What follows belongs to an exercise in optimizing a design on an open flow for small area, a short achievable clock period and few clock cycles; a production flow would make more cautious choices. In this exercise RTL edits were held to simulation tests only and were not proved equivalent to the original.

## run.sh

```bash
#!/bin/bash
# synth_recipe.tcl (not shown) runs the flow's synth.tcl, then flattens the netlist and writes it again
# the make line also repeats each setting of config.mk as NAME=value (left out here)
make -C /OpenROAD-flow-scripts/flow DESIGN_CONFIG=/design/flow/config.mk WORK_HOME=/design/flow/orfs CLKGATE_MAP_FILE= SYNTH_SCRIPT=/design/flow/synth_recipe.tcl finish
```

## config.mk

```make
export PLATFORM = sky130hd
export DESIGN_NAME = sortable_stack
export DESIGN_NICKNAME = sortable_stack
export VERILOG_FILES = /design/flow/design.v
export SDC_FILE = /design/flow/constraint.sdc
export NUM_CORES = 4
export LEC_CHECK = 0
export CAP_MARGIN = 20
export CORE_MARGIN = 2
export CORE_UTILIZATION = 40
export SETUP_SLACK_MARGIN = 4.0
export SLEW_MARGIN = 20
export TNS_END_PERCENT = 0
```

## constraint.sdc

```tcl
create_clock -name core_clock -period 7.0 [get_ports {clk_i}]
set_input_delay 1.4000 -clock core_clock [delete_from_list [all_inputs] [get_ports {clk_i}]]
set_output_delay 1.4000 -clock core_clock [all_outputs]
set_load 0.01 [all_outputs]
```

## design.v

```verilog
package sst_pkg;
  localparam int unsigned StackDepth = 64;
  localparam int unsigned FillW      = $clog2(StackDepth + 1);
  localparam int unsigned WordW      = 32;
  localparam int unsigned CountW     = 7;
  localparam int unsigned OpW        = 2;
  localparam int unsigned Groups     = 8;    
  typedef logic signed [WordW-1:0] word_t;
  typedef logic [FillW-1:0]        fill_t;
  typedef logic [CountW-1:0]       count_t;
  typedef enum logic [OpW-1:0] {
    OP_PUSH = 2'd0,
    OP_POP  = 2'd1,
    OP_SORT = 2'd2
  } op_e;
endpackage
module sst_store (
  input  logic             clk_i,
  input  logic             push_i,
  input  logic             pop_i,
  input  logic             sort_i,
  input  logic             phase_i,
  input  sst_pkg::fill_t   fill_i,
  input  sst_pkg::word_t   push_value_i,
  output sst_pkg::word_t   top_o,
  output logic [sst_pkg::Groups-1:0] in_order_o
);
  localparam int N = sst_pkg::StackDepth;
  sst_pkg::word_t cell_q [N];
  function automatic logic greater(input logic [sst_pkg::WordW-1:0] a, input logic [sst_pkg::WordW-1:0] b);
    logic c;
    c = 1'b0;
    for (int k = 0; k < sst_pkg::WordW; k++) begin
      if (k == sst_pkg::WordW - 1) begin
        c = (b[k] & ~a[k]) | (b[k] & c) | (~a[k] & c);
      end else begin
        c = (~b[k] & a[k]) | (~b[k] & c) | (a[k] & c);
      end
    end
    greater = c;
  endfunction
  logic [N-2:0]   out_of_order;
  logic [N-2:0]   swap;
  for (genvar i = 0; i < N - 1; i++) begin : g_pair
    logic pair_in;
    assign pair_in         = sst_pkg::fill_t'(i + 1) < fill_i;
    assign out_of_order[i] = pair_in && greater(cell_q[i], cell_q[i+1]);
    assign swap[i]         = sort_i && (phase_i == 1'(i % 2)) && out_of_order[i];
  end
  for (genvar i = 0; i < N; i++) begin : g_cell
    logic           from_prev, from_next;
    sst_pkg::word_t prev_value, next_value;
    if (i == 0) begin : g_first
      assign from_prev  = push_i;
      assign prev_value = push_value_i;
    end else begin : g_mid
      assign from_prev  = push_i || swap[i-1];
      assign prev_value = cell_q[i-1];
    end
    if (i == N - 1) begin : g_last
      assign from_next  = 1'b0;
      assign next_value = cell_q[i];
    end else begin : g_notlast
      assign from_next  = pop_i || swap[i];
      assign next_value = cell_q[i+1];
    end
    logic hold;
    assign hold = !from_next && !from_prev;
    always_ff @(posedge clk_i) begin
      cell_q[i] <= ({sst_pkg::WordW{from_next}} & next_value)
                 | ({sst_pkg::WordW{from_prev && !from_next}} & prev_value)
                 | ({sst_pkg::WordW{hold}} & cell_q[i]);
    end
  end
  assign top_o    = cell_q[0];
  for (genvar g = 0; g < sst_pkg::Groups; g++) begin : g_group
    localparam int Lo = g * (N - 1) / sst_pkg::Groups;
    localparam int Hi = (g + 1) * (N - 1) / sst_pkg::Groups - 1;
    assign in_order_o[g] = ~|out_of_order[Hi:Lo];
  end
endmodule
module sst_ctrl (
  input  logic                    clk_i,
  input  logic                    rst_ni,
  input  logic                    in_valid_i,
  input  logic [sst_pkg::OpW-1:0] in_op_i,
  input  sst_pkg::word_t          in_value_i,
  output logic                    in_ready_o,
  input  logic                    res_room_i,    
  input  logic                    res_room_d_i,  
  input  sst_pkg::word_t          top_i,
  input  logic [sst_pkg::Groups-1:0] in_order_i,
  output logic                    push_o,
  output logic                    pop_o,
  output logic                    sort_o,
  output logic                    phase_o,
  output sst_pkg::fill_t          fill_o,
  output sst_pkg::word_t          push_value_o,
  output logic                    res_valid_o,
  output sst_pkg::word_t          res_value_o,
  output sst_pkg::count_t         res_count_o,
  output logic                    res_fault_o
);
  localparam sst_pkg::fill_t Full = sst_pkg::fill_t'(sst_pkg::StackDepth);
  logic           ready_q;
  logic           slot_q;                           
  logic           push_q, pop_q, sort_q;            
  logic           push_go_q, pop_go_q;              
  sst_pkg::word_t value_q;
  logic           sorting_q;                        
  logic           sort_full_q;                      
  logic [sst_pkg::Groups-1:0] in_order_q;
  logic           phase_q;
  sst_pkg::fill_t fill_q, fill_d;
  logic accept, slot_run, slot_res, sort_start, sort_done;
  logic slot_d, sort_slot_d, sorting_d;
  assign accept     = in_valid_i && ready_q;
  assign slot_run   = slot_q && !sorting_q && (sort_q || res_room_i);
  assign slot_res   = slot_run && !sort_q;
  assign sort_start = slot_run && sort_q;
  assign sort_done  = sorting_q && (&in_order_q) && res_room_i;
  assign push_o = slot_res && push_go_q;
  assign pop_o  = slot_res && pop_go_q;
  assign sort_o = sorting_q || sort_start;
  always_comb begin
    fill_d = fill_q;
    if (push_o) fill_d = fill_q + sst_pkg::fill_t'(1);
    if (pop_o)  fill_d = fill_q - sst_pkg::fill_t'(1);
  end
  assign slot_d      = accept || (slot_q && !slot_run);
  assign sort_slot_d = accept ? (in_op_i == sst_pkg::OP_SORT) : sort_q;
  assign sorting_d   = sort_start || (sorting_q && !sort_done);
  always_ff @(posedge clk_i or negedge rst_ni) begin
    if (!rst_ni) begin
      ready_q     <= 1'b0;
      slot_q      <= 1'b0;
      push_q      <= 1'b0;
      pop_q       <= 1'b0;
      sort_q      <= 1'b0;
      push_go_q   <= 1'b0;
      pop_go_q    <= 1'b0;
      sorting_q   <= 1'b0;
      sort_full_q <= 1'b0;
      phase_q     <= 1'b0;
      fill_q      <= '0;
    end else begin
      ready_q   <= !slot_d || (!sorting_d && (sort_slot_d || res_room_d_i));
      slot_q    <= slot_d;
      sorting_q <= sorting_d;
      phase_q   <= sort_o && !phase_q;
      fill_q    <= fill_d;
      if (sort_start) begin
        sort_full_q <= fill_q != '0;
      end
      if (accept) begin
        push_q    <= in_op_i == sst_pkg::OP_PUSH;
        pop_q     <= in_op_i == sst_pkg::OP_POP;
        sort_q    <= in_op_i == sst_pkg::OP_SORT;
        push_go_q <= (in_op_i == sst_pkg::OP_PUSH) && (fill_d != Full);
        pop_go_q  <= (in_op_i == sst_pkg::OP_POP) && (fill_d != '0);
      end
    end
  end
  always_ff @(posedge clk_i) begin
    in_order_q <= in_order_i;
    if (accept) begin
      value_q <= in_value_i;
    end
  end
  assign in_ready_o   = ready_q;
  assign phase_o      = phase_q;
  assign fill_o       = fill_q;
  assign push_value_o = value_q;
  assign res_valid_o = slot_res || sort_done;
  assign res_count_o = sst_pkg::count_t'(fill_d);
  assign res_fault_o = slot_res && ((push_q && !push_go_q) || (pop_q && !pop_go_q));
  assign res_value_o = sort_done ? (sort_full_q ? top_i : '0) :
                       push_q    ? value_q :
                       pop_go_q  ? top_i : '0;
endmodule
module sortable_stack (
  input  logic                             clk_i,
  input  logic                             rst_ni,
  input  logic                             in_valid_i,
  output logic                             in_ready_o,
  input  logic [sst_pkg::OpW-1:0]          in_opcode_i,
  input  logic signed [sst_pkg::WordW-1:0] in_value_i,
  output logic                             out_valid_o,
  input  logic                             out_ready_i,
  output logic signed [sst_pkg::WordW-1:0] out_value_o,
  output logic [sst_pkg::CountW-1:0]       out_count_o,
  output logic                             out_fault_o
);
  logic            push, pop, sort, phase;
  logic [sst_pkg::Groups-1:0] in_order;
  sst_pkg::fill_t  fill;
  sst_pkg::word_t  push_value, top;
  logic            res_valid, res_fault;
  sst_pkg::word_t  res_value;
  sst_pkg::count_t res_count;
  logic            out_valid_q, skid_valid_q, skid_valid_d;
  sst_pkg::word_t  out_value_q, skid_value_q;
  sst_pkg::count_t out_count_q, skid_count_q;
  logic            out_fault_q, skid_fault_q;
  logic            out_free;
  sst_ctrl u_ctrl (
    .clk_i        (clk_i),
    .rst_ni       (rst_ni),
    .in_valid_i   (in_valid_i),
    .in_op_i      (in_opcode_i),
    .in_value_i   (in_value_i),
    .in_ready_o   (in_ready_o),
    .res_room_i   (!skid_valid_q),
    .res_room_d_i (!skid_valid_d),
    .top_i        (top),
    .in_order_i   (in_order),
    .push_o       (push),
    .pop_o        (pop),
    .sort_o       (sort),
    .phase_o      (phase),
    .fill_o       (fill),
    .push_value_o (push_value),
    .res_valid_o  (res_valid),
    .res_value_o  (res_value),
    .res_count_o  (res_count),
    .res_fault_o  (res_fault)
  );
  sst_store u_store (
    .clk_i        (clk_i),
    .push_i       (push),
    .pop_i        (pop),
    .sort_i       (sort),
    .phase_i      (phase),
    .fill_i       (fill),
    .push_value_i (push_value),
    .top_o        (top),
    .in_order_o   (in_order)
  );
  assign out_free     = !out_valid_q || out_ready_i;
  assign skid_valid_d = out_free ? (skid_valid_q && res_valid) : (skid_valid_q || res_valid);
  always_ff @(posedge clk_i or negedge rst_ni) begin
    if (!rst_ni) begin
      out_valid_q  <= 1'b0;
      skid_valid_q <= 1'b0;
    end else begin
      skid_valid_q <= skid_valid_d;
      if (out_free) begin
        out_valid_q <= skid_valid_q || res_valid;
      end
    end
  end
  always_ff @(posedge clk_i) begin
    if (out_free) begin
      if (skid_valid_q) begin
        out_value_q <= skid_value_q;
        out_count_q <= skid_count_q;
        out_fault_q <= skid_fault_q;
      end else if (res_valid) begin
        out_value_q <= res_value;
        out_count_q <= res_count;
        out_fault_q <= res_fault;
      end
    end
    if (res_valid && (skid_valid_q || !out_free)) begin
      skid_value_q <= res_value;
      skid_count_q <= res_count;
      skid_fault_q <= res_fault;
    end
  end
  assign out_valid_o = out_valid_q;
  assign out_value_o = out_value_q;
  assign out_count_o = out_count_q;
  assign out_fault_o = out_fault_q;
endmodule
```

==> impl_metrics.json, run 1 <==
{
  "slowest_stage": "dfxtp_1",
  "drc_errors": 0,
  "finalSetupTns_ns": 0,
  "grt_max_degree": 72,
  "core_area_um2": 295000,
  "syn_area_per_cell_um2": 8.81,
  "route.vias.total": 107000,
  "nets": 13300,
  "fin_crit_ns": 3.28,
  "synth_area_um2": 119000,
  "worstMarginPinSlew_ns": 1.16,
  "cp_num_buf_inv": 1,
  "root_buffer": "clkbuf_16",
  "dp_hpwl_um": 271000,
  "die_w_um": 549,
  "place_congestion": 0.867,
  "first_iter_violations": 10000,
  "avgViaCountPerCell": 6.17,
  "syn_inst": 13500,
  "grt_pass1_vias": 100000,
  "pre_cts_ws_ns": 2.52,
  "rsz0062_at_grt": "yes",
  "synthArstFlopShare_pct": 0.869,
  "status": "no timing/DRC/antenna violations",
  "synth_seq_cells": 2187,
  "dr.pass1.iters": 7,
  "grt-ovfl-total": 0,
  "row_count": 199,
  "yosysSeqAreaShare_pct": 38.2,
  "ctsLongestPathBuffers": 4,
  "period_share_pct": 46.8,
  "finalMaxSlewViolations": 0,
  "antenna_found_initial": 4,
  "htreeDepth": 4,
  "worstPathRequired_ns": 7.80,
  "die-area_um2": 301000,
  "yosys_warnings": 4,
  "numCtsBuffers": 247,
  "path_class": "register to register",
  "synth_top_area_cell": "dfxtp_1",
  "clkSlewWorstSetupHoldPaths_ns": 0.06,
  "port_buffers": 79,
  "start_kind": "register",
  "yosys_most_used_dff": "dfxtp_1",
  "cts.sinks": 2187,
  "cp_cell_sequence": "nand2b_1 -> maj3_1 -> a221oi_2 -> o211ai_1 -> a211oi_2 -> o21ai_2 -> o21a_2 -> nor2b_4 -> buf_12 -> a221o_1",
  "cts_tree": "done",
  "hold_class": "primary input to asynchronous set/reset pin",
  "fin_skew_ns": 0.0811,
  "boundaryPins": 80,
  "synth_top_area_share_pct": 34.2,
  "yosysUniqueCellTypes": 111,
  "setup_viol": 0,
  "ant_nets": 0,
  "cp_max_fo": 16,
  "finalHoldViolCount": 0,
  "grt_pass1_wl_um": 597000,
  "synth_edf_count": 144,
  "synth_fp_nets": 13500,
  "worstSkewPairLatency_ns": 0.94,
  "die_y_um": 549,
  "cp_top_family": "compound AO/OA/AOI/OAI gates",
  "slowest_delay_ns": 0.43,
  "slew_headroom_pct": 22.7,
  "layout-drive-gt1-share_pct": 9.96,
  "start_util_pct": 40.3,
  "synth.top_cells.by_area": "dfxtp_1, a221o_1, inv_1, nor2b_1, maj3_1",
  "place_inst": 16800,
  "track_usage_pct": 23.9,
  "finalNonFillerCells": 17400,
  "syn_to_final_growth_pct": 14.2,
  "routed_wl_um": 384000,
  "crit_arrival_ns": 4.08,
  "hold_buffers": 0,
  "routedWlPerCell_um": 22.0,
  "drv_cap": 0,
  "max_freq_mhz": 305,
  "worstSetupEndpointType": "register",
  "worst_slack_ns": 3.72
}
-- flip-flops by register name (all words and copies together), names as in the netlist, 7 cells and up, named ones only --
| register | flops |
|---|---|
| out_value_q | 32 |
| skid_count_q | 7 |
| u_ctrl.value_q | 32 |
| u_ctrl.in_order_q | 8 |
| skid_value_q | 32 |
| u_store.cell_q | 2016 |
| out_count_q | 7 |
| u_ctrl.fill_q | 7 |
-- routing by layer --
metal | vias up | part of all wire (%) | track usage [%]
li1 | 51400 | - | -
met1 | 52300 | 46 | 33.0
met2 | 3147 | 46 | 39.0
met3 | 591 | 5.4 | 2.88
met4 | 0 | 2.8 | 6.89
met5 | - | 0 | 0
-- layout make-up --
cell class,instances,area (um2)
inverters,1357,5110
flip-flops and latches,2187,45400
clock buffers,389,7390
fillers,28500,159000
multi-input cells,9091,67600
diodes,7,17.5
well taps,3919,4900
repair buffers,422,4470
clock inverters,53,557
-- worst paths after layout --
path | start | endpoint | slack [ns] | cells after the start
max | u_store.cell_q[32][0] | u_store.cell_q[31][5] | 3.72 | 10
min | rst_ni | u_ctrl.fill_q[6] | 0.44 | 1
max reg2reg | u_store.cell_q[32][0] | u_store.cell_q[31][5] | 3.72 | 10
min reg2reg | u_store.cell_q[40][20] | u_store.cell_q[40][20] | 0.49 | 1
max in group asynchronous | rst_ni | u_ctrl.fill_q[2] | 6.11 | 1
min in group core_clock | u_store.cell_q[40][20] | u_store.cell_q[40][20] | 0.49 | 1
-- what timing repair did --
| action | in CTS | in global routing |
|---|---|---|
| pin swaps | 55 | 75 |
| setup endpoints to repair | 2217 | 2190 |
| buffers inserted | 62 | 71 |
| gates cloned | 22 | 25 |
| gates resized for setup | 460 | 375 |
| hold endpoints to repair | 0 | 0 |
-- through the flow --
stage	area (um2)	hold slack (ns)	util (%)
CTS	133000	0.490	45.1
finish	135000	0.444	46.0
global placement	123000	0.469	41.6
floorplan	119000	0.450	-
global route	135000	0.463	46.0
detailed placement	123000	0.467	41.7
-- cell usage after synthesis (115+ instances only) --
library cell	instances
buf_2	222
a21oi_1	215
a221oi_1	116
nor3_1	375
nor2_1	599
edfxtp_1	144
maj3_1	449
a22oi_1	217
and3_1	645
a21o_1	115
nand2_1	720
nor2b_1	806
nand3_1	116
inv_1	1355
clkbuf_1	588
a211oi_1	138
a22o_1	157
and2_1	139
a221o_1	1569
o211ai_1	139
o22ai_1	370
nand2b_1	602
a2111oi_0	116
o21ai_0	168
o221ai_1	404
dfxtp_1	2024
-- logic make-up (layout without fill, tap and decap cells) --
family / after synthesis / after routing / share of synthesized area, %
flip-flops: 2187 / 2187 / 38.2
AND/OR/NAND/NOR: 4262 / 4283 / 19.4
XOR/XNOR: 6 / 6 / 0.0443
multiplexers: 70 / 70 / 0.643
AO/OA/AOI/OAI: 4268 / 4275 / 30.5
buffers and inverters: 2213 / 2221 / 7.30
other: 0 / 7 / 0
adder cells (fa/ha/maj): 457 / 457 / 3.87
-- placed cells by master (no fill, tap or decap), drive strengths merged, types with 144 or more instances in the layout --
| cell type | synthesis | routed |
|---|---|---|
| dfxtp | 2024 | 2024 |
| a221o | 1569 | 1569 |
| inv | 1355 | 1361 |
| nor2b | 806 | 807 |
| nand2 | 723 | 723 |
| and3 | 645 | 645 |
| nor2 | 600 | 606 |
| nand2b | 603 | 604 |
| maj3 | 453 | 453 |
| clkbuf | 590 | 405 |
| o221ai | 404 | 404 |
| nor3 | 381 | 381 |
| o22ai | 370 | 370 |
| buf | 266 | 332 |
| a21oi | 221 | 223 |
| a22oi | 217 | 217 |
| o21ai | 202 | 204 |
| a22o | 157 | 157 |
| and2 | 139 | 146 |
| edfxtp | 144 | 144 |
Testbench counts, summed over its fixed seeds: cycles 5,033.
==> run 2, diff against run 1 <==
--- a/design.v
+++ b/design.v
@@ -68,7 +68,7 @@
     assign hold = !from_next && !from_prev;
     always_ff @(posedge clk_i) begin
       cell_q[i] <= ({sst_pkg::WordW{from_next}} & next_value)
-                 | ({sst_pkg::WordW{from_prev && !from_next}} & prev_value)
+                 | ({sst_pkg::WordW{from_prev}} & prev_value)
                  | ({sst_pkg::WordW{hold}} & cell_q[i]);
     end
   end
@@ -249,18 +249,19 @@
       end
     end
   end
+  logic out_from_skid, out_from_res, out_hold;
+  assign out_from_skid = out_free && skid_valid_q;
+  assign out_from_res  = out_free && !skid_valid_q && res_valid;
+  assign out_hold      = !out_from_skid && !out_from_res;
   always_ff @(posedge clk_i) begin
-    if (out_free) begin
-      if (skid_valid_q) begin
-        out_value_q <= skid_value_q;
-        out_count_q <= skid_count_q;
-        out_fault_q <= skid_fault_q;
-      end else if (res_valid) begin
-        out_value_q <= res_value;
-        out_count_q <= res_count;
-        out_fault_q <= res_fault;
-      end
-    end
+    out_value_q <= ({sst_pkg::WordW{out_from_skid}} & skid_value_q)
+                 | ({sst_pkg::WordW{out_from_res}} & res_value)
+                 | ({sst_pkg::WordW{out_hold}} & out_value_q);
+    out_count_q <= ({sst_pkg::CountW{out_from_skid}} & skid_count_q)
+                 | ({sst_pkg::CountW{out_from_res}} & res_count)
+                 | ({sst_pkg::CountW{out_hold}} & out_count_q);
+    out_fault_q <= (out_from_skid & skid_fault_q) | (out_from_res & res_fault)
+                 | (out_hold & out_fault_q);
     if (res_valid && (skid_valid_q || !out_free)) begin
       skid_value_q <= res_value;
       skid_count_q <= res_count;
--- a/config.mk
+++ b/config.mk
@@ -8,6 +8,8 @@
 export CAP_MARGIN = 20
 export CORE_MARGIN = 2
 export CORE_UTILIZATION = 40
+export CTS_CLUSTER_DIAMETER = 100
+export CTS_CLUSTER_SIZE = 30
 export SETUP_SLACK_MARGIN = 4.0
 export SLEW_MARGIN = 20
 export TNS_END_PERCENT = 0
==> impl_metrics.json, run 2 <==
{
  "worstPathRequired_ns": 7.73,
  "startpoint": "u_ctrl.fill_q[4]",
  "first_iter_violations": 9082,
  "slew_headroom_pct": 39.6,
  "row_count": 197,
  "grt_pass1_vias": 95700,
  "reg2reg_slack_ns": 3.71,
  "max_freq_mhz": 304,
  "fin_skew_ns": 0.0456,
  "synth_fp_nets": 13100,
  "slowest_delay_ns": 0.53,
  "path_class": "register to register",
  "drc_errors": 0,
  "synthSimpleGateAreaFrac_pct": 14.7,
  "cp_num_buf_inv": 3,
  "finalNonFillerCells": 16700,
  "core_area_um2": 288000,
  "synth.top_cells.by_area": "dfxtp_1, a221o_1, inv_1, maj3_1, nor2b_1",
  "yosysSeqAreaShare_pct": 38.9,
  "grt-ovfl-total": 0,
  "crit_arrival_ns": 4.02,
  "route.vias.total": 101000,
  "nFillCells": 28200,
  "rr_startpoint": "u_ctrl.fill_q[4]",
  "hold_buffers": 0,
  "synth_area_um2": 116000,
  "syn_area_per_cell_um2": 8.84,
  "clkSlewWorstSetupHoldPaths_ns": 0.12,
  "ant_nets": 0,
  "top_layer_used": "met5",
  "finalHoldViolCount": 0,
  "cp_max_fo": 8,
  "antenna_found_initial": 6,
  "fin_hold_ws_ns": 0.470,
  "yosysMostFrequentCell": "dfxtp_1",
  "wl_met2_um": 168000,
  "grt_max_degree": 62,
  "layout-drive-gt1-share_pct": 8.03,
  "track_usage_pct": 22.6,
  "slowest_stage": "dfrtp_4",
  "yosys-top-cells-count": "dfxtp_1, inv_1, a221o_1, nor2_1, nor2b_1",
  "layout_commonest_cell": "dfxtp_1",
  "yosys_most_used_dff": "dfxtp_1",
  "die_w_um": 542,
  "cts_tree": "done",
  "synth_adder_area_share_pct": 4.78,
  "finalMaxSlewViolations": 0,
  "regMostFlops": "u_store.cell_q",
  "synth_top_family_by_area": "compound AO/OA/AOI/OAI gates",
  "syn_to_final_growth_pct": 10.6,
  "dp_hpwl_um": 248000,
  "worstMarginPinSlew_ns": 0.906,
  "wl_met3_um": 15400,
  "worstSkewPairLatency_ns": 0.83,
  "status": "no timing/DRC/antenna violations",
  "grt_pass1_wl_um": 554000,
  "setup_viol": 0,
  "largest_reg_flops": 2016,
  "start_util_pct": 40.2,
  "die-area_um2": 293000,
  "synth_seq_cells": 2187,
  "cts.sinks": 2187,
  "synth_edf_count": 104,
  "synthArstFlopShare_pct": 0.869,
  "drv_cap": 0,
  "boundaryPins": 80,
  "wl_met1_um": 155000,
  "min-delay-start": "u_store.cell_q[0][4]",
  "period_share_pct": 47.1,
  "synthMuxAreaShare_pct": 0,
  "yosysUniqueCellTypes": 103,
  "place_congestion": 0.840,
  "hold_class": "register to register",
  "cp_cell_sequence": "inv_1 -> and3_1 -> a22oi_2 -> o211ai_1 -> a2111oi_4 -> or2_4 -> a21oi_4 -> buf_12 -> nor2b_4 -> buf_16 -> a221o_1",
  "start_kind": "register",
  "place_inst": 16400,
  "routedWlPerCell_um": 20.7,
  "ctsLongestPathBuffers": 3,
  "port_buffers": 79,
  "die_y_um": 542,
  "numCtsBuffers": 100,
  "routed_wl_um": 347000,
  "yosys_warnings": 4,
  "finalSetupTns_ns": 0,
  "rsz0062_at_grt": "yes",
  "pre_cts_ws_ns": 2.23,
  "root_buffer": "clkbuf_16",
  "synth_top_area_share_pct": 35.8,
  "synth_compound_area_share_pct": 34.0,
  "synth_xor_xnor_area_share_pct": 0.0455,
  "dr.pass1.iters": 9,
  "layout_common_cells": "dfxtp_1, inv_1, a221o_1",
  "nets": 12900,
  "avgViaCountPerCell": 6.06,
  "worst_slack_ns": 3.71,
  "cp_top_family": "compound AO/OA/AOI/OAI gates",
  "syn_inst": 13100,
  "synth_top_area_cell": "dfxtp_1",
  "fin_crit_ns": 3.29,
  "worstSetupEndpointType": "register",
  "htreeDepth": 3
}
## run 2: cell types whose count changed after synthesis, sizes merged, moves of 99 or more
cell    change
a21o      +198
a221o     -274
a222oi    +162
a22o      +198
a22oi     +318
and3      -633
clkbuf    -127
inv       +151
nand2     -183
nor2      +172
nor2b      -99
o21ai     +239
o221ai    -219
## run 2: cells by family after synthesis
family,Yosys count
fa+ha+maj,550
flops,2187
compound gates,4797
buf+inv,2251
xor+xnor,6
simple gates,3286
## run 2: worst paths after layout
path	end	depth (start not counted)
max	u_store.cell_q[45][16]	11
min	u_store.cell_q[0][4]	2
max reg2reg	u_store.cell_q[45][16]	11
min reg2reg	u_store.cell_q[0][4]	2
max in group asynchronous	u_ctrl.fill_q[4]	2
min in group asynchronous	u_ctrl.push_go_q	2
## run 2: routing by layer
layer  up-vias  global-route usage [%]
li1      49500                       -
met1     49300                    29.6
met2      2137                    39.0
met3       377                    2.95
met4         2                    5.67
met5         -                   0.411
## run 2: what timing repair did
action / CTS / global route
buffers inserted: 98 / 37
hold endpoints to repair: 0 / 0
cloned: 32 / 6
pin swaps: 84 / 69
gates resized for setup: 484 / 226
setup endpoints to repair: 2188 / 2168
## run 2: layout make-up
cell class                      count  area, um2  area share [%]
Antenna cell                        2       5.00         0.00391
Clock buffer                      112       2560            2.00
Clock inverter                     65        830           0.649
Inverter                         1506       5660            4.43
Multi-Input combinational cell   8666      64800            50.7
Sequential cell                  2187      45000            35.2
Tap cell                         3781       4730            3.70
Timing Repair Buffer              403       4240            3.32
## run 2: worst min-delay path: cells and delay by family (launching register included)
family | cells | cell delay (ns)
flops | 1 | 0.34
simple gates | 2 | 0.10
## run 2: metrics by stage
stage | util [%] | cell area (um2)
2_1_floorplan | - | 116000
3_3_place_gp | 41.7 | 120000
3_5_place_dp | 41.7 | 120000
4_1_cts | 44.0 | 127000
5_1_grt | 44.4 | 128000
6_report | 44.4 | 128000
Testbench counts of run 2, summed over its fixed seeds: cycles 5,033.
==> run 3, diff against run 2 <==
--- a/config.mk
+++ b/config.mk
@@ -8,8 +8,8 @@
 export CAP_MARGIN = 20
 export CORE_MARGIN = 2
 export CORE_UTILIZATION = 40
-export CTS_CLUSTER_DIAMETER = 100
-export CTS_CLUSTER_SIZE = 30
+export CTS_CLUSTER_DIAMETER = 80
+export CTS_CLUSTER_SIZE = 24
 export SETUP_SLACK_MARGIN = 4.0
 export SLEW_MARGIN = 20
 export TNS_END_PERCENT = 0
==> impl_metrics.json, run 3 <==
{
  "antenna_found_initial": 5,
  "boundaryPins": 80,
  "yosysMostFrequentCell": "dfxtp_1",
  "fin_skew_ns": 0.0571,
  "grt_pass1_wl_um": 554000,
  "place_inst": 16400,
  "status": "no timing/DRC/antenna violations",
  "die_w_um": 542,
  "port_buffers": 79,
  "yosys_warnings": 4,
  "nets": 13000,
  "yosys_most_used_dff": "dfxtp_1",
  "grt-ovfl-total": 0,
  "grt_max_degree": 62,
  "syn_to_final_growth_pct": 12.2,
  "hold_class": "register to register",
  "track_usage_pct": 22.6,
  "synth.top_cells.by_area": "dfxtp_1, a221o_1, inv_1, maj3_1, nor2b_1",
  "die-area_um2": 293000,
  "reg2reg_slack_ns": 3.75,
  "worst_slack_ns": 3.75,
  "finalMaxSlewViolations": 0,
  "cp_max_fo": 31,
  "crit_arrival_ns": 3.97,
  "worstMarginPinSlew_ns": 0.871,
  "finalHoldViolCount": 0,
  "hold_path_end": "out_value_q[15]",
  "rr_worst_depth": 10,
  "clkSlewWorstSetupHoldPaths_ns": 0.10,
  "syn_area_per_cell_um2": 8.84,
  "regMostFlops": "u_store.cell_q",
  "period_share_pct": 46.4,
  "synth_top_area_cell": "dfxtp_1",
  "post_dp_cell_area_um2": 120000,
  "yosysUniqueCellTypes": 103,
  "fin_hold_ws_ns": 0.454,
  "synth_seq_cells": 2187,
  "final_util_pct": 45.1,
  "yosysSeqAreaShare_pct": 38.9,
  "numCtsBuffers": 141,
  "worstSkewPairLatency_ns": 0.86,
  "dr.pass1.iters": 10,
  "core_area_um2": 288000,
  "start_kind": "register",
  "ctsLongestPathBuffers": 4,
  "worstPathRequired_ns": 7.72,
  "setup_viol": 0,
  "yosys-top-cells-count": "dfxtp_1, inv_1, a221o_1, nor2_1, nor2b_1",
  "worstSetupEndpointType": "register",
  "drv_cap": 0,
  "ant_nets": 0,
  "grt_pass1_vias": 96000,
  "layout_common_cells": "dfxtp_1, inv_1, a221o_1",
  "syn_inst": 13100,
  "route.vias.total": 102000,
  "place_congestion": 0.840,
  "largest_reg_flops": 2016,
  "reg2reg_to": "u_store.cell_q[21][6]",
  "synth_top_area_share_pct": 35.8,
  "avgViaCountPerCell": 6.06,
  "synth_fp_nets": 13100,
  "fin_crit_ns": 3.25,
  "drc_errors": 0,
  "cts_tree": "done",
  "min-delay-start": "skid_value_q[15]",
  "max_freq_mhz": 308,
  "synth_area_um2": 116000,
  "design_area_um2": 130000,
  "rr_startpoint": "u_ctrl.fill_q[1]",
  "die_y_um": 542,
  "pre_cts_ws_ns": 2.23,
  "start_util_pct": 40.2,
  "synthArstFlopShare_pct": 0.869,
  "layout-drive-gt1-share_pct": 8.78,
  "cts.sinks": 2187,
  "rsz0062_at_grt": "yes",
  "finalSetupTns_ns": 0,
  "finalNonFillerCells": 16800,
  "hold_depth": 2,
  "path_class": "register to register",
  "slew_headroom_pct": 40.4,
  "routed_wl_um": 349000,
  "routedWlPerCell_um": 20.7,
  "root_buffer": "clkbuf_16",
  "htreeDepth": 4,
  "synth_edf_count": 104,
  "row_count": 197,
  "layout_commonest_cell": "dfxtp_1",
  "first_iter_violations": 9296,
  "dp_hpwl_um": 248000
}
run 3: cell count changes in the layout (fill, tap and decap cells not counted), moves of 6 or more:
cell	before	now
buf_4	213	224
bufinv_16	2	12
clkinv_8	12	6
clkbuf_16	101	147
buf_12	34	42
clkinvlp_4	7	14
clkinv_4	3	16
run 3: cells by family (layout without fill, tap and decap cells):
family | Yosys count | in the layout | share of synthesized area, %
simple gates | 3286 | 3297 | 14.7
buf+inv | 2251 | 2172 | 7.69
fa+ha+maj | 550 | 550 | 4.78
other cells | 0 | 1 | 0
flops | 2187 | 2187 | 38.9
compound gates | 4797 | 4815 | 34.0
xor+xnor | 6 | 6 | 0.0455
run 3: metal layers:
metal  up-vias  global-route usage [%]  wire, um
met1     49400                    29.5    154000
met3       461                    3.18     17100
met2      2319                    39.0    168000
met5         -                       0       110
met4         6                    5.69      9090
li1      49600                       -         -
run 3: worst max path at each step:
stage                              to  cells after the start                   start
2_1_floorplan         skid_count_q[0]                      5             out_ready_i
3_3_place_gp   u_store.cell_q[37][11]                      9        u_ctrl.fill_q[2]
3_5_place_dp   u_store.cell_q[37][18]                      9        u_ctrl.fill_q[6]
4_1_cts        u_store.cell_q[55][13]                     11   u_store.cell_q[55][7]
5_1_grt         u_store.cell_q[46][4]                     11  u_store.cell_q[46][23]
6_report        u_store.cell_q[21][6]                     10        u_ctrl.fill_q[1]
run 3: area by class of cell:
cell class | instances | area, um2
well taps | 3781 | 4730
flip-flops and latches | 2187 | 45000
inverters | 1506 | 5660
diodes | 1 | 2.50
clock inverters | 83 | 1020
multi-input cells | 8668 | 65000
fillers | 28000 | 158000
clock buffers | 157 | 3660
repair buffers | 426 | 4540
run 3: what timing repair did:
item / CTS / global route
resized for setup: 478 / 291
gates cloned: 29 / 12
endpoints found under the setup margin: 2188 / 2158
pin swaps: 85 / 81
setup buffers: 105 / 52
hold buffers: 0 / 0
run 3: critical path: stages, from the launching register on:
cell and delay (ns):
dfrtp_2 0.52, and2_4 0.38, nor2_1 0.22, o21ai_2 0.32, o21ai_0 0.17, nor2_1 0.35
o21ai_4 0.19, nand2_1 0.24, nor2_2 0.06, buf_4 0.25, a221o_1 0.38
==> run 4, diff against run 3 <==
--- a/design.v
+++ b/design.v
@@ -16,6 +16,7 @@
 endpackage
 module sst_store (
   input  logic             clk_i,
+  input  logic             rst_ni,
   input  logic             push_i,
   input  logic             pop_i,
   input  logic             sort_i,
@@ -23,13 +24,23 @@
   input  sst_pkg::fill_t   fill_i,
   input  sst_pkg::word_t   push_value_i,
   output sst_pkg::word_t   top_o,
-  output logic [sst_pkg::Groups-1:0] in_order_o
+  output logic [sst_pkg::Groups-1:0] in_order_o,
+  output logic             pol_o
 );
   localparam int N = sst_pkg::StackDepth;
   sst_pkg::word_t cell_q [N];
-  function automatic logic greater(input logic [sst_pkg::WordW-1:0] a, input logic [sst_pkg::WordW-1:0] b);
+  logic           pol_q;
+  always_ff @(posedge clk_i or negedge rst_ni) begin
+    if (!rst_ni) begin
+      pol_q <= 1'b0;
+    end else begin
+      pol_q <= !pol_q;
+    end
+  end
+  function automatic logic greater(input logic [sst_pkg::WordW-1:0] a,
+                                   input logic [sst_pkg::WordW-1:0] b, input logic cin);
     logic c;
-    c = 1'b0;
+    c = cin;
     for (int k = 0; k < sst_pkg::WordW; k++) begin
       if (k == sst_pkg::WordW - 1) begin
         c = (b[k] & ~a[k]) | (b[k] & c) | (~a[k] & c);
@@ -44,15 +55,17 @@
   for (genvar i = 0; i < N - 1; i++) begin : g_pair
     logic pair_in;
     assign pair_in         = sst_pkg::fill_t'(i + 1) < fill_i;
-    assign out_of_order[i] = pair_in && greater(cell_q[i], cell_q[i+1]);
-    assign swap[i]         = sort_i && (phase_i == 1'(i % 2)) && out_of_order[i];
+    logic gt;
+    assign gt              = greater(cell_q[i], cell_q[i+1], 1'b0);
+    assign out_of_order[i] = pair_in && gt;
+    assign swap[i]         = sort_i && (phase_i == 1'(i % 2)) && pair_in && (gt ^ pol_q);
   end
   for (genvar i = 0; i < N; i++) begin : g_cell
     logic           from_prev, from_next;
     sst_pkg::word_t prev_value, next_value;
     if (i == 0) begin : g_first
       assign from_prev  = push_i;
-      assign prev_value = push_value_i;
+      assign prev_value = push_value_i ^ {sst_pkg::WordW{pol_q}};
     end else begin : g_mid
       assign from_prev  = push_i || swap[i-1];
       assign prev_value = cell_q[i-1];
@@ -67,12 +80,13 @@
     logic hold;
     assign hold = !from_next && !from_prev;
     always_ff @(posedge clk_i) begin
-      cell_q[i] <= ({sst_pkg::WordW{from_next}} & next_value)
-                 | ({sst_pkg::WordW{from_prev}} & prev_value)
-                 | ({sst_pkg::WordW{hold}} & cell_q[i]);
-    end
-  end
-  assign top_o    = cell_q[0];
+      cell_q[i] <= ~(({sst_pkg::WordW{from_next}} & next_value)
+                   | ({sst_pkg::WordW{from_prev}} & prev_value)
+                   | ({sst_pkg::WordW{hold}} & cell_q[i]));
+    end
+  end
+  assign top_o    = cell_q[0] ^ {sst_pkg::WordW{pol_q}};
+  assign pol_o    = pol_q;
   for (genvar g = 0; g < sst_pkg::Groups; g++) begin : g_group
     localparam int Lo = g * (N - 1) / sst_pkg::Groups;
     localparam int Hi = (g + 1) * (N - 1) / sst_pkg::Groups - 1;
@@ -90,6 +104,7 @@
   input  logic                    res_room_d_i,  
   input  sst_pkg::word_t          top_i,
   input  logic [sst_pkg::Groups-1:0] in_order_i,
+  input  logic                    pol_i,
   output logic                    push_o,
   output logic                    pop_o,
   output logic                    sort_o,
@@ -110,6 +125,7 @@
   logic           sorting_q;                        
   logic           sort_full_q;                      
   logic [sst_pkg::Groups-1:0] in_order_q;
+  logic           flags_ok_q;                       
   logic           phase_q;
   sst_pkg::fill_t fill_q, fill_d;
   logic accept, slot_run, slot_res, sort_start, sort_done;
@@ -118,7 +134,7 @@
   assign slot_run   = slot_q && !sorting_q && (sort_q || res_room_i);
   assign slot_res   = slot_run && !sort_q;
   assign sort_start = slot_run && sort_q;
-  assign sort_done  = sorting_q && (&in_order_q) && res_room_i;
+  assign sort_done  = sorting_q && (&in_order_q) && flags_ok_q && res_room_i;
   assign push_o = slot_res && push_go_q;
   assign pop_o  = slot_res && pop_go_q;
   assign sort_o = sorting_q || sort_start;
@@ -163,6 +179,7 @@
   end
   always_ff @(posedge clk_i) begin
     in_order_q <= in_order_i;
+    flags_ok_q <= !pol_i;
     if (accept) begin
       value_q <= in_value_i;
     end
@@ -193,6 +210,7 @@
 );
   logic            push, pop, sort, phase;
   logic [sst_pkg::Groups-1:0] in_order;
+  logic            pol;
   sst_pkg::fill_t  fill;
   sst_pkg::word_t  push_value, top;
   logic            res_valid, res_fault;
@@ -214,6 +232,7 @@
     .res_room_d_i (!skid_valid_d),
     .top_i        (top),
     .in_order_i   (in_order),
+    .pol_i        (pol),
     .push_o       (push),
     .pop_o        (pop),
     .sort_o       (sort),
@@ -227,6 +246,7 @@
   );
   sst_store u_store (
     .clk_i        (clk_i),
+    .rst_ni       (rst_ni),
     .push_i       (push),
     .pop_i        (pop),
     .sort_i       (sort),
@@ -234,7 +254,8 @@
     .fill_i       (fill),
     .push_value_i (push_value),
     .top_o        (top),
-    .in_order_o   (in_order)
+    .in_order_o   (in_order),
+    .pol_o        (pol)
   );
   assign out_free     = !out_valid_q || out_ready_i;
   assign skid_valid_d = out_free ? (skid_valid_q && res_valid) : (skid_valid_q || res_valid);
--- a/config.mk
+++ b/config.mk
@@ -7,9 +7,10 @@
 export LEC_CHECK = 0
 export CAP_MARGIN = 20
 export CORE_MARGIN = 2
-export CORE_UTILIZATION = 40
-export CTS_CLUSTER_DIAMETER = 80
-export CTS_CLUSTER_SIZE = 24
+export CORE_UTILIZATION = 30
+export CTS_CLUSTER_DIAMETER = 60
+export CTS_CLUSTER_SIZE = 20
+export PLACE_DENSITY = 0.45
 export SETUP_SLACK_MARGIN = 4.0
 export SLEW_MARGIN = 20
 export TNS_END_PERCENT = 0
==> impl_metrics.json, run 4 <==
{
  "status": "no timing/DRC/antenna violations",
  "port_buffers": 79,
  "grt_max_degree": 59,
  "fin_crit_ns": 3.39,
  "core_area_um2": 350000,
  "route.vias.total": 101000,
  "die-area_um2": 357000,
  "worstMarginPinSlew_ns": 1.23,
  "layout-drive-gt1-share_pct": 14.2,
  "synth_fp_nets": 11100,
  "die_y_um": 597,
  "cpMostUsedCell": "maj3_1",
  "cp_cell_sequence": "buf_4 -> nand2b_1 -> maj3_1 -> maj3_1 -> a21oi_2 -> o31a_1 -> a21oi_4 -> xnor2_4 -> nand2_4 -> and3_4 -> a222oi_1",
  "finalMaxSlewViolations": 0,
  "crit_arrival_ns": 4.20,
  "synth_top_area_share_pct": 39.7,
  "fin_skew_ns": 0.0545,
  "synth.top_cells.by_area": "dfxtp_1, a222oi_1, maj3_1, inv_1, nor2b_1",
  "routed_wl_um": 396000,
  "root_buffer": "clkbuf_16",
  "largest_reg_flops": 2048,
  "synth_top_area_cell": "dfxtp_1",
  "dr.pass1.iters": 17,
  "syn_to_final_growth_pct": 18.9,
  "finalHoldViolCount": 0,
  "rsz0062_at_grt": "yes",
  "ctsLongestPathBuffers": 4,
  "syn_inst": 11100,
  "first_iter_violations": 19400,
  "regMostFlops": "u_store.cell_q",
  "drc_errors": 0,
  "grt_pass1_wl_um": 602000,
  "track_usage_pct": 20.6,
  "yosysMostFrequentCell": "dfxtp_1",
  "cp_max_fo": 8,
  "synth_area_um2": 106000,
  "worstSetupEndpointType": "register",
  "routedWlPerCell_um": 25.1,
  "yosys_most_used_dff": "dfxtp_1",
  "drv_cap": 0,
  "boundaryPins": 80,
  "htreeDepth": 4,
  "start_util_pct": 30.2,
  "antenna_found_initial": 4,
  "avgViaCountPerCell": 6.43,
  "clkSlewWorstSetupHoldPaths_ns": 0.07,
  "ant_nets": 0,
  "synth_edf_count": 72,
  "place_congestion": 0.831,
  "grt-ovfl-total": 0,
  "synth_seq_cells": 2189,
  "yosys_warnings": 4,
  "setup_viol": 0,
  "syn_area_per_cell_um2": 9.53,
  "row_count": 217,
  "worstSkewPairLatency_ns": 0.95,
  "cts.sinks": 2189,
  "layout_commonest_cell": "a222oi_1",
  "path_class": "register to register",
  "cts_tree": "done",
  "slew_headroom_pct": 17.8,
  "start_kind": "register",
  "yosys-top-cells-count": "dfxtp_1, a222oi_1, inv_1, clkbuf_1, nor2b_1",
  "hold_class": "register to register",
  "slowest_delay_ns": 0.41,
  "nFillCells": 35000,
  "yosysSeqAreaShare_pct": 42.2,
  "max_freq_mhz": 295,
  "grt_pass1_vias": 95600,
  "die_w_um": 597,
  "finalSetupTns_ns": 0,
  "worstPathRequired_ns": 7.81,
  "slowest_stage": "o31a_1",
  "nets": 11000,
  "period_share_pct": 48.4,
  "dp_hpwl_um": 270000,
  "finalNonFillerCells": 15800,
  "layout_common_cells": "a222oi_1, dfxtp_1, inv_1",
  "synthArstFlopShare_pct": 0.914,
  "yosysUniqueCellTypes": 90,
  "place_inst": 15100,
  "numCtsBuffers": 227
}
## run 4: changes by cell type after synthesis, sizes merged, moves of 127 or more
cell / before / now
a222oi: 206 / 2013
a221o: 1295 / 26
nor2: 772 / 363
nor3: 379 / 70
a21o: 314 / 32
inv: 1506 / 1231
a22o: 355 / 87
a22oi: 535 / 276
nor2b: 707 / 545
o21ai: 441 / 282
nand2b: 569 / 425
and2: 147 / 19
buf: 282 / 155
## run 4: cell type report
type	count	area [um2]	share of cell area [%]
Sequential cell	2189	44900	35.8
Timing Repair Buffer	349	3690	2.93
Multi-Input combinational cell	6985	58700	46.7
Tap cell	4599	5750	4.58
Antenna cell	2	5.00	0.00398
Clock inverter	168	1960	1.56
Clock buffer	256	5950	4.73
Inverter	1233	4630	3.69
## run 4: worst paths after layout
path,from,endpoint,slack [ns],depth (start not counted)
worst max register to register,u_store.cell_q[44][0],u_store.cell_q[44][0],3.61,11
worst min-delay path,u_store.cell_q[63][21],u_store.cell_q[63][21],0.46,1
worst min register to register,u_store.cell_q[63][21],u_store.cell_q[63][21],0.46,1
worst max-delay path,u_store.cell_q[44][0],u_store.cell_q[44][0],3.61,11
min in group asynchronous,rst_ni,out_valid_q,0.87,2
max in group asynchronous,rst_ni,u_store.pol_q,5.78,2
## run 4: cell families (layout without fill, tap and decap cells)
family | after synthesis | in the layout | synth area share [%]
compound gates | 4275 | 4288 | 34.7
fa+ha+maj | 483 | 483 | 4.59
xor+xnor | 124 | 124 | 1.03
buf+inv | 1965 | 2006 | 7.16
mux | 15 | 15 | 0.142
other cells | 0 | 2 | 0
flops | 2189 | 2189 | 42.2
simple gates | 2031 | 2075 | 10.1
## run 4: what timing repair did
| action | 4_1_cts | 5_1_grt |
|---|---|---|
| pin swaps | 120 | 207 |
| gates resized for setup | 880 | 449 |
| buffers inserted | 100 | 43 |
| hold buffers | 0 | 0 |
| gates cloned | 39 | 30 |
| setup endpoints to repair | 2191 | 2188 |
## run 4: metal layers
layer	routed length, um	vias to the layer above	GRT usage, %
met3	27900	350	2.36
met2	176000	3925	32.3
met1	185000	51600	30.1
met4	6930	2	4.11
met5	13	-	0
li1	-	45600	-
## run 4: metrics by stage
step           hold slack [ns]  setup WS, ns  utilization (%)  instance area (um2)
2_1_floorplan            0.429          3.99                -               106000
3_3_place_gp             0.442          2.27             31.5               110000
4_1_cts                  0.464          3.69             35.2               123000
5_1_grt                  0.482          3.47             35.9               126000
3_5_place_dp             0.454          2.38             31.6               111000
6_report                 0.464          3.61             35.9               126000
## run 4: worst max-delay path, delay by kind of cell (launching register included)
kind / cells / cell delay [ns]
AO/OA/AOI/OAI: 4 / 1.07
adder cells (fa/ha/maj): 2 / 0.74
AND/OR/NAND/NOR: 3 / 0.68
XOR/XNOR: 1 / 0.33
flip-flops: 1 / 0.32
buffers and inverters: 1 / 0.14
Testbench counts of run 4, summed over its fixed seeds: cycles 5,071.
==> run 5, diff against run 4 <==
--- a/config.mk
+++ b/config.mk
@@ -6,11 +6,12 @@
 export NUM_CORES = 4
 export LEC_CHECK = 0
 export CAP_MARGIN = 20
+export CELL_PAD_IN_SITES_DETAIL_PLACEMENT = 1
+export CELL_PAD_IN_SITES_GLOBAL_PLACEMENT = 1
 export CORE_MARGIN = 2
-export CORE_UTILIZATION = 30
+export CORE_UTILIZATION = 40
 export CTS_CLUSTER_DIAMETER = 60
 export CTS_CLUSTER_SIZE = 20
-export PLACE_DENSITY = 0.45
 export SETUP_SLACK_MARGIN = 4.0
 export SLEW_MARGIN = 20
 export TNS_END_PERCENT = 0
==> impl_metrics.json, run 5 <==
{
  "status": "no timing/DRC/antenna violations",
  "regMostFlops": "u_store.cell_q",
  "worstPathRequired_ns": 7.81,
  "clkSlewWorstSetupHoldPaths_ns": 0.08,
  "track_usage_pct": 26.2,
  "die_w_um": 518,
  "hold_class": "primary input to asynchronous set/reset pin",
  "fin_skew_ns": 0.0437,
  "root_buffer": "clkbuf_16",
  "place_congestion": 0.852,
  "largest_reg_flops": 2048,
  "syn_to_final_growth_pct": 14.3,
  "design_area_um2": 121000,
  "synth_top_area_share_pct": 39.7,
  "hold_buffers": 0,
  "yosys-top-cells-count": "dfxtp_1, a222oi_1, inv_1, clkbuf_1, nor2b_1",
  "dr.pass1.iters": 14,
  "rr_worst_depth": 7,
  "slew_headroom_pct": 31.5,
  "rsz0062_at_grt": "yes",
  "row_count": 188,
  "yosysSeqAreaShare_pct": 42.2,
  "nets": 10900,
  "grt_pass1_wl_um": 590000,
  "htreeDepth": 4,
  "crit_arrival_ns": 4.37,
  "finalMaxSlewViolations": 0,
  "synth_fp_nets": 11100,
  "drc_errors": 0,
  "die_y_um": 518,
  "post_dp_cell_area_um2": 109000,
  "worstSetupEndpointType": "register",
  "syn_inst": 11100,
  "reg2reg_slack_ns": 3.44,
  "grt_pass1_vias": 97900,
  "routed_wl_um": 378000,
  "port_buffers": 79,
  "synth_edf_count": 72,
  "ctsLongestPathBuffers": 4,
  "antenna_found_initial": 4,
  "drv_cap": 0,
  "route.vias.total": 100000,
  "yosys_warnings": 4,
  "cts.sinks": 2189,
  "layout_common_cells": "dfxtp_1, a222oi_1, inv_1",
  "start_util_pct": 40.3,
  "layout_commonest_cell": "dfxtp_1",
  "cp_max_fo": 32,
  "finalSetupTns_ns": 0,
  "grt-ovfl-total": 0,
  "numCtsBuffers": 207,
  "synth.top_cells.by_area": "dfxtp_1, a222oi_1, maj3_1, inv_1, nor2b_1",
  "grt_max_degree": 59,
  "worstMarginPinSlew_ns": 1.02,
  "avgViaCountPerCell": 6.90,
  "first_iter_violations": 18000,
  "yosysMostFrequentCell": "dfxtp_1",
  "synth_seq_cells": 2189,
  "ant_nets": 0,
  "period_share_pct": 50.9,
  "synth_top_area_cell": "dfxtp_1",
  "yosysUniqueCellTypes": 90,
  "rr_startpoint": "u_ctrl.fill_q[1]",
  "die-area_um2": 268000,
  "routedWlPerCell_um": 26.0,
  "synthArstFlopShare_pct": 0.914,
  "fin_crit_ns": 3.56,
  "syn_area_per_cell_um2": 9.53,
  "dp_hpwl_um": 268000,
  "boundaryPins": 80,
  "path_class": "register to register",
  "nFillCells": 29100,
  "worstSkewPairLatency_ns": 0.93,
  "reg2reg_to": "u_store.cell_q[33][3]",
  "startpoint": "u_ctrl.fill_q[1]",
  "cts_tree": "done",
  "layout-drive-gt1-share_pct": 10.5,
  "setup_viol": 0,
  "max_freq_mhz": 281,
  "finalHoldViolCount": 0,
  "core_area_um2": 263000,
  "synth_area_um2": 106000,
  "start_kind": "register",
  "yosys_most_used_dff": "dfxtp_1"
}
## run 5: cell types whose count changed in the layout (fill, tap and decap cells not counted), sizes merged, moves of 6 or more
cell,previous run,this run
dlygate4sd2,42,0
buf,258,197
clkdlybuf4s50,37,78
and3,71,44
clkbuf,263,224
clkinv,65,50
o211a,16,10
## run 5: area by class of cell
| class | instances | area, um2 | share of cell area, % |
|---|---|---|---|
| sequential | 2189 | 44700 | 37.0 |
| clock buffer | 221 | 5390 | 4.46 |
| tap | 3515 | 4400 | 3.64 |
| clock inverter | 155 | 1950 | 1.61 |
| antenna | 4 | 10.0 | 0.00829 |
| inverter | 1233 | 4650 | 3.85 |
| multi-input combinational | 6950 | 57000 | 47.2 |
| timing repair buffer | 278 | 2730 | 2.26 |
## run 5: per-layer routing
metal / wire length, um / global-route usage (%) / up-vias
met5: 0 / 0 / -
met4: 8140 / 6.49 / 0
met3: 22100 / 2.43 / 416
met2: 170000 / 41.0 / 3132
met1: 178000 / 38.5 / 51700
li1: - / - / 45200
## run 5: worst max-delay path by stage
stage / to / depth (start not counted)
3_3_place_gp: u_store.cell_q[33][2] / 8
6_report: u_store.cell_q[33][3] / 7
2_1_floorplan: u_store.cell_q[45][10] / 12
4_1_cts: u_store.cell_q[44][25] / 12
3_5_place_dp: u_store.cell_q[59][6] / 12
5_1_grt: u_store.cell_q[44][17] / 12
## run 5: kinds of logic after synthesis
logic type	synth area share, %
flip-flops	42.2
adder cells (fa/ha/maj)	4.59
buffers and inverters	7.16
AND/OR/NAND/NOR	10.1
multiplexers	0.142
AO/OA/AOI/OAI	34.7
XOR/XNOR	1.03
## run 5: per-stage QoR
stage                     hold WS (ns)  cells  utilization [%]  setup slack [ns]
after floorplan                  0.429  11100                -              3.99
after global placement           0.448  14100             41.5              2.19
after detailed placement         0.455  14100             41.6              2.31
after CTS                        0.472  14500             45.2              3.45
after global routing             0.473  14500             46.0              3.32
final                            0.465  14500             46.0              3.44
## run 5: repair_timing
action                     in CTS  in global routing
cloned                         13                 13
pin swaps                      69                 85
setup endpoints to repair    2190               2213
buffers inserted               26                 55
gates resized for setup       476                325
## run 5: critical path, stage by stage (launching register included)
cell and delay (ns):
dfrtp_2 0.58, inv_1 0.51, nor2_4 0.22, nor2_2 0.58, nand2_1 0.43, nand3_1 0.27, nand2_2 0.39, a222oi_1 0.44

static timing again, ports no longer ideal:
Ports are ideal in the flow. The routed layouts listed here were re-timed in OpenROAD. Step 1: set_driving_cell puts a clkbuf_16 on clk_i and a buf_2 on each other input, an assumption about the parent block. Step 2 times the ports against the registers' clock, not the clock port: input delays grow and output delays shrink by t, the midpoint of the rising clock arrivals with the driver on. a / b / c = no drivers / after step 1 / after step 2; a / b = the first two.
| run | t, ns | setup slack, ns | latest minus earliest clock arrival (ns) | slew at the worst register clock pin (ns) | pins driven straight from the clock port |
|---|---|---|---|---|---|
| run 1 | 1.004 | 3.724 / 3.628 / 3.378 | 0.084 / 0.084 | 0.07 / 0.07 | 1 |
| run 2 | 0.907 | 3.706 / 3.706 / 3.436 | 0.061 / 0.060 | 0.12 / 0.12 | 1 |
| run 3 | 0.930 | 3.754 / 3.687 / 3.454 | 0.059 / 0.058 | 0.10 / 0.10 | 1 |
| run 4 | 1.029 | 3.609 / 3.609 / 3.251 | 0.057 / 0.058 | 0.08 / 0.08 | 1 |
| run 5 | 0.986 | 3.436 / 3.436 / 3.191 | 0.053 / 0.053 | 0.09 / 0.09 | 1 |
After both steps setup and hold are still met in every run listed. For run 4, which loses most, drivers alone change the setup slack by 0.000 ns; drivers and shift together by -0.358 ns.
